What follows belongs to an exercise in optimizing a design on an open flow for small area and a short achievable clock period; a production flow would make more cautious choices.
Function was checked by simulation only, so behaviour that the tests miss may differ from the original.
Power figures rest on the tool's default switching activity, not on a simulated workload.

Design buff_writer, start of the top module:
module buff_writer #(
  parameter int                N_BYTES   = buff_writer_pkg::DEF_N_BYTES,
  parameter int                ADDR_W    = buff_writer_pkg::DEF_ADDR_W,
  parameter logic [ADDR_W-1:0] START_LOC = ADDR_W'(buff_writer_pkg::DEF_START_LOC)
) (
  input  logic                 clk,
  input  logic                 rst,
  input  logic                 en,
  input  logic                 trg,
  input  logic [N_BYTES*8-1:0] data_in,
  output logic [ADDR_W-1:0]    mem_addr,
  output logic [7:0]           mem_data,
  output logic                 mem_we,
  output logic                 busy,
  output logic                 done
);
  localparam int CW = buff_writer_pkg::CNT_W;
  logic                   busy_q;    
  logic                   wr_q;      
  logic                   done_q;    
  logic [CW-1:0]          cnt;       
  logic [N_BYTES*8-1:8]   shadow;    
  logic [7:0]             cur;       
  logic [7:0]             nxt_byte;  
  logic                   idle;
  logic                   accept;
  logic                   step;
  logic                   last;
  assign idle   = ~busy_q;
  assign accept = idle && trg && en;
  assign step   = wr_q && en;
  assign last   = (cnt == CW'(N_BYTES - 1));
  ...
==> flow/config.mk <==
export PLATFORM = sky130hd
export DESIGN_NAME = buff_writer
export DESIGN_NICKNAME = buff_writer
export VERILOG_FILES = /design/flow/design.v
export SDC_FILE = /design/flow/constraint.sdc
export NUM_CORES = 4
export LEC_CHECK = 0
export CAP_MARGIN = 20
export CORE_MARGIN = 2
export CORE_UTILIZATION = 55
export CTS_BUF_LIST = sky130_fd_sc_hd__clkbuf_4
export SETUP_SLACK_MARGIN = 4.6
export SLEW_MARGIN = 20
export SYNTH_HIERARCHICAL = 1
==> flow/constraint.sdc <==
create_clock -name core_clock -period 8.0 [get_ports {clk}]
set_input_delay 1.6000 -clock core_clock [delete_from_list [all_inputs] [get_ports {clk}]]
set_output_delay 1.6000 -clock core_clock [all_outputs]
set_load 0.01 [all_outputs]
standard.sh (not shown) runs the stock make flow with config.mk's settings and CLKGATE_MAP_FILE= SYNTH_SCRIPT=/design/flow/synth_recipe.tcl, a recipe that flattens the netlist after the stock synthesis.
==> flow/flow/run.sh <==
#!/bin/bash
# Standard ORFS layout (the standard.sh, standard synthesis unchanged),
# with the port buffers made from the smallest plain buffer instead of the
# default delay cell (every input and output port still gets its buffer),
# and the control and write-port pins kept together (flow/io.tcl).
set -euo pipefail
export BUFFER_PORTS_ARGS="-buffer_cell sky130_fd_sc_hd__buf_1"
export IO_CONSTRAINTS="$PWD/flow/io.tcl"
bash standard.sh finish > standard.log 2>&1
==> flow/flow/io.tcl <==
# Keep the write port, en and the status pins together on one edge, with en
# in the middle of the outputs it gates, so the en -> output paths are short.
set_io_pin_constraint -group -order -region bottom:* -pin_names {
  mem_data[0] mem_data[1] mem_data[2] mem_data[3]
  mem_data[4] mem_data[5] mem_data[6] mem_data[7]
  en mem_we
  mem_addr[11] mem_addr[0] mem_addr[1] mem_addr[2] mem_addr[3]
  mem_addr[4] mem_addr[5] mem_addr[6]
}
set_io_pin_constraint -group -order -region bottom:* -pin_names {
  busy done trg rst
  mem_addr[7] mem_addr[8] mem_addr[9] mem_addr[10] mem_addr[12]
}
The starting point finished clean.
Then changed:
==> flow/flow/run.sh (replaced) <==
#!/bin/bash
# Standard ORFS layout (the standard.sh, standard synthesis unchanged),
# with the port buffers made from the smallest plain buffer instead of the
# default delay cell; every input and output port still gets its buffer.
set -euo pipefail
export BUFFER_PORTS_ARGS="-buffer_cell sky130_fd_sc_hd__buf_1"
bash standard.sh finish > standard.log 2>&1
--- a/flow/config.mk
+++ b/flow/config.mk
@@ -10,3 +10,2 @@
 export CORE_UTILIZATION = 55
-export CTS_BUF_LIST = sky130_fd_sc_hd__clkbuf_4
 export SETUP_SLACK_MARGIN = 4.6
removed: flow/flow/io.tcl
Effect:
- worst setup slack loses 0.23 ns
- routed wire length decreases slightly
- hold slack gains 0.0088 ns
- die area stays the same
- synthesized area stays the same
- sequential share of layout area decreases by 0.16 points
- clock skew decreases by 0.020 ns
Then changed:
==> flow/flow/run.sh (replaced) <==
#!/bin/bash
# Standard ORFS layout (the standard.sh, standard synthesis unchanged),
# with:
#  - the port buffers made from the smallest plain buffer instead of the
#    default delay cell (every input and output port still gets its buffer);
#  - the control and write-port pins kept together (flow/io.tcl);
#  - a clock tree of small buffers in clusters of up to 8 flip-flops,
#    without dummy balancing loads.
set -euo pipefail
export BUFFER_PORTS_ARGS="-buffer_cell sky130_fd_sc_hd__buf_1"
export IO_CONSTRAINTS="$PWD/flow/io.tcl"
export CTS_ARGS="-sink_clustering_enable -repair_clock_nets -sink_clustering_size 8 -sink_clustering_max_diameter 30 -buf_list sky130_fd_sc_hd__clkbuf_4 -dont_use_dummy_load"
bash standard.sh finish > standard.log 2>&1
==> flow/flow/io.tcl (new file) <==
# Keep the write port, en and the status pins together on one edge, with en
# in the middle of the outputs it gates, so the en -> output paths are short.
set_io_pin_constraint -group -order -region bottom:* -pin_names {
  mem_data[0] mem_data[1] mem_data[2] mem_data[3]
  mem_data[4] mem_data[5] mem_data[6] mem_data[7]
  en mem_we
  mem_addr[11] mem_addr[0] mem_addr[1] mem_addr[2] mem_addr[3]
  mem_addr[4] mem_addr[5] mem_addr[6]
}
set_io_pin_constraint -group -order -region bottom:* -pin_names {
  busy done trg rst
  mem_addr[7] mem_addr[8] mem_addr[9] mem_addr[10] mem_addr[12]
}
Outcome:
- The new run finished with timing, DRC and antenna clean
- power goes down by about a fifth
- clock-buffer cell count rose by 44
- die area is unchanged
- first-iteration DRC count shrinks by a few percent
- worst setup slack gains 0.23 ns
- maximum frequency came out higher by a few percent
- sequential cell count does not change
- wire length is lower slightly
- hold slack is worse by 0.012 ns
- critical path depth came out lower by 1
- sequential share of layout area rose by 3.1 points

---

The RTL this note starts from:
==> flow/design.v <==
package buff_writer_pkg;
  localparam int          DEF_N_BYTES   = 100;
  localparam int          DEF_ADDR_W    = 13;
  localparam logic [12:0] DEF_START_LOC = 13'h800;
  localparam int          CNT_W         = 7;
  typedef enum logic [1:0] {
    IDLE  = 2'd0,
    WRITE = 2'd1,
    DONE  = 2'd2
  } state_t;
endpackage
module D_FF_Reg #(
  parameter int N_BIT = 8
) (
  input  logic             clk,
  input  logic             rst,
  input  logic             en,
  input  logic [N_BIT-1:0] d,
  output logic [N_BIT-1:0] q
);
  always_ff @(posedge clk) begin
    if (rst)     q <= '0;
    else if (en) q <= d;
  end
endmodule
module UDL_CNT #(
  parameter int N_BIT = 7
) (
  input  logic             clk,
  input  logic             rst,
  input  logic             en,
  input  logic             up,
  input  logic             load,
  input  logic [N_BIT-1:0] din,
  output logic [N_BIT-1:0] q
);
  always_ff @(posedge clk) begin
    if (rst)       q <= '0;
    else if (load) q <= din;
    else if (en)   q <= up ? q + N_BIT'(1) : q - N_BIT'(1);
  end
endmodule
module buff_writer #(
  parameter int                N_BYTES   = buff_writer_pkg::DEF_N_BYTES,
  parameter int                ADDR_W    = buff_writer_pkg::DEF_ADDR_W,
  parameter logic [ADDR_W-1:0] START_LOC = ADDR_W'(buff_writer_pkg::DEF_START_LOC)
) (
  input  logic                 clk,
  input  logic                 rst,
  input  logic                 en,
  input  logic                 trg,
  input  logic [N_BYTES*8-1:0] data_in,
  output logic [ADDR_W-1:0]    mem_addr,
  output logic [7:0]           mem_data,
  output logic                 mem_we,
  output logic                 busy,
  output logic                 done
);
  localparam int CW = buff_writer_pkg::CNT_W;
  logic                   busy_q;    
  logic                   wr_q;      
  logic                   done_q;    
  logic [CW-1:0]          cnt;       
  logic [N_BYTES*8-1:8]   shadow;    
  logic [7:0]             cur;       
  logic [7:0]             nxt_byte;  
  logic                   idle;
  logic                   accept;
  logic                   step;
  logic                   last;
  assign idle   = ~busy_q;
  assign accept = idle && trg && en;
  assign step   = wr_q && en;
  assign last   = (cnt == CW'(N_BYTES - 1));
  always_ff @(posedge clk) begin
    if (rst) begin
      busy_q <= 1'b0;
      wr_q   <= 1'b0;
      done_q <= 1'b0;
    end else begin
      busy_q <= accept || wr_q;
      wr_q   <= accept || (wr_q && !(en && last));
      done_q <= step && last;
    end
  end
  always_ff @(posedge clk) begin
    if (rst || !wr_q || (en && last)) cnt <= '0;
    else if (en)                      cnt <= cnt + CW'(1);
  end
  always_ff @(posedge clk) begin
    if (idle) shadow <= data_in[N_BYTES*8-1:8];
  end
  localparam int NG = (N_BYTES + 1) / 3;   
  logic [3*NG-1:0]        sel;
  logic [7:0]             dec_lo;
  logic [15:0]            dec_hi;
  logic [7:0][NG-1:0]     grp_n;
  always_comb begin
    for (int j = 0; j < 8; j++)  dec_lo[j] = (cnt[2:0] == 3'(j));
    for (int k = 0; k < 16; k++) dec_hi[k] = (cnt[CW-1:3] == (CW-3)'(k));
    sel = '0;
    for (int i = 0; i < N_BYTES - 1; i++) sel[i] = dec_hi[i/8] & dec_lo[i%8];
  end
  for (genvar b = 0; b < 8; b++) begin : g_bit
    for (genvar g = 0; g < NG; g++) begin : g_grp
      logic [2:0] d;
      for (genvar t = 0; t < 3; t++) begin : g_term
        if (3*g + t < N_BYTES - 1) begin : g_on
          assign d[t] = shadow[8*(3*g+t+1) + b];
        end else begin : g_off
          assign d[t] = 1'b0;
        end
      end
      buff_writer_aoi3 u_aoi (.s(sel[3*g +: 3]), .d(d), .y(grp_n[b][g]));
    end
    assign nxt_byte[b] = ~&grp_n[b];
  end
  always_ff @(posedge clk) begin
    if (rst || !wr_q) cur <= (accept && !rst) ? data_in[7:0] : 8'h00;
    else if (en)      cur <= nxt_byte;
  end
  always_comb begin
    mem_we   = step;
    mem_addr = (step ? START_LOC : '0) + (ADDR_W'(cnt) & {ADDR_W{en}});
    mem_data = cur & {8{en}};
    busy     = busy_q;
    done     = done_q;
  end
endmodule
module buff_writer_aoi3 (
  input  logic [2:0] s,
  input  logic [2:0] d,
  output logic       y
);
  assign y = ~|(s & d);
endmodule
Settings: LEC_CHECK=0, CAP_MARGIN=20, CORE_MARGIN=2, CORE_UTILIZATION=55, SETUP_SLACK_MARGIN=4.45, SLEW_MARGIN=20, SYNTH_HIERARCHICAL=1; clock period 8.0 ns.
==> flow/flow/run.sh <==
#!/bin/bash
# Standard ORFS layout (the standard.sh, standard synthesis unchanged),
# with:
#  - the port buffers made from the smallest plain buffer instead of the
#    default delay cell (every input and output port still gets its buffer);
#  - the control and write-port pins kept together (flow/io.tcl);
#  - a clock tree of small buffers in clusters of up to 8 flip-flops,
#    without dummy balancing loads.
set -euo pipefail
export BUFFER_PORTS_ARGS="-buffer_cell sky130_fd_sc_hd__buf_1"
export IO_CONSTRAINTS="$PWD/flow/io.tcl"
export CTS_ARGS="-sink_clustering_enable -repair_clock_nets -sink_clustering_size 8 -sink_clustering_max_diameter 30 -buf_list sky130_fd_sc_hd__clkbuf_4 -dont_use_dummy_load"
bash standard.sh finish > standard.log 2>&1
==> flow/flow/io.tcl <==
# Keep the write port, en and the status pins together on one edge, with en
# in the middle of the outputs it gates, so the en -> output paths are short.
set_io_pin_constraint -group -order -region bottom:* -pin_names {
  mem_data[0] mem_data[1] mem_data[2] mem_data[3]
  mem_data[4] mem_data[5] mem_data[6] mem_data[7]
  en mem_we
  mem_addr[11] mem_addr[0] mem_addr[1] mem_addr[2] mem_addr[3]
  mem_addr[4] mem_addr[5] mem_addr[6]
}
set_io_pin_constraint -group -order -region bottom:* -pin_names {
  busy done trg rst
  mem_addr[7] mem_addr[8] mem_addr[9] mem_addr[10] mem_addr[12]
}
Edit:
==> flow/flow/run.sh (replaced) <==
#!/bin/bash
# Standard ORFS layout (the standard.sh, standard synthesis unchanged),
# with:
#  - the port buffers made from the smallest plain buffer instead of the
#    default delay cell (every input and output port still gets its buffer);
#  - the control and write-port pins kept together (flow/io.tcl), with pins
#    allowed one routing track apart;
#  - a clock tree of small buffers in clusters of up to 8 flip-flops,
#    without dummy balancing loads.
set -euo pipefail
export BUFFER_PORTS_ARGS="-buffer_cell sky130_fd_sc_hd__buf_1"
export IO_CONSTRAINTS="$PWD/flow/io.tcl"
export PLACE_PINS_ARGS="-min_distance 1 -min_distance_in_tracks"
export CTS_ARGS="-sink_clustering_enable -repair_clock_nets -sink_clustering_size 8 -sink_clustering_max_diameter 30 -buf_list sky130_fd_sc_hd__clkbuf_4 -dont_use_dummy_load"
bash standard.sh finish > standard.log 2>&1
CORE_UTILIZATION = 62   (was 55)
SETUP_SLACK_MARGIN = 4.6   (was 4.45)
What happened:
- via count hardly moves
- non-clock buffer count rises by 2
- die area decreases by 11%
- setup slack gains 0.016 ns
- wire length shrinks by 11%
- utilization went up by 8.8 points
- hold slack degrades by 0.011 ns
- cell count falls by about 0.65%
Edit:
==> flow/flow/run.sh (replaced) <==
#!/bin/bash
# Standard ORFS layout (the standard.sh, standard synthesis unchanged),
# with the port buffers made from the smallest plain buffer instead of the
# default delay cell; every input and output port still gets its buffer.
set -euo pipefail
export BUFFER_PORTS_ARGS="-buffer_cell sky130_fd_sc_hd__buf_1"
bash standard.sh finish > standard.log 2>&1
CORE_UTILIZATION = 55   (was 62)
CTS_BUF_LIST = sky130_fd_sc_hd__clkbuf_4   (was not set)
removed: flow/flow/io.tcl
=>
- maximum frequency drops by 5.6%
- routed wire length is higher by 14%
- clock power came out higher by about 60%
- count of clock-buffer cells in the layout came out higher by 142
- cell area went up by about 4%
- global-route usage climbs by 0.94 points
- final cell count climbs by about 7%
- via count rose by 2.9%
- worst hold slack gains 0.018 ns
- power rose by about 17%
- non-clock buffer count goes down by 3

-- afterwards: timing with drivers on the ports --
In the flow no input, the clock included, has a driving cell. The finished layouts below were timed again as built, in two steps.
Step 1: set_driving_cell puts a clkbuf_16 on clk and a buf_2 on each other input, an assumption about the parent block.
Step 2, shift: input delay + t, output delay - t, t = (earliest + latest rising clock arrival at the registers) / 2. This alone moves slack from input paths to output paths.
a / b / c = ideal ports / drivers / drivers and shift; a / b = the first two.
| run | t, ns | slack for setup (ns) | hold slack, ns | latest minus earliest clock arrival (ns) | pins driven straight from the clock port |
|---|---|---|---|---|---|
| the first run of note 1 | 1.092 | 4.426 / 4.219 / 4.219 | 0.618 / 0.618 / 0.618 | 0.046 / 0.046 | 1 |
| the second run of note 1 | 0.678 | 4.196 / 4.126 / 4.126 | 0.627 / 0.627 / 0.627 | 0.019 / 0.020 | 1 |
| the third run of note 1 | 1.029 | 4.427 / 4.232 / 4.232 | 0.614 / 0.614 / 0.614 | 0.082 / 0.082 | 1 |
| the first run of note 2 | 1.032 | 4.405 / 4.216 / 4.216 | 0.617 / 0.617 / 0.617 | 0.075 / 0.075 | 1 |
| the second run of note 2 | 1.054 | 4.421 / 4.215 / 4.215 | 0.607 / 0.607 / 0.607 | 0.084 / 0.083 | 1 |
| the third run of note 2 | 1.130 | 4.207 / 4.131 / 4.131 | 0.625 / 0.625 / 0.625 | 0.058 / 0.058 | 1 |
After both steps setup and hold are still met in every run listed. The setup slack of the first run of note 1, which loses most, moves by -0.207 ns with the drivers and by -0.207 ns with both steps.
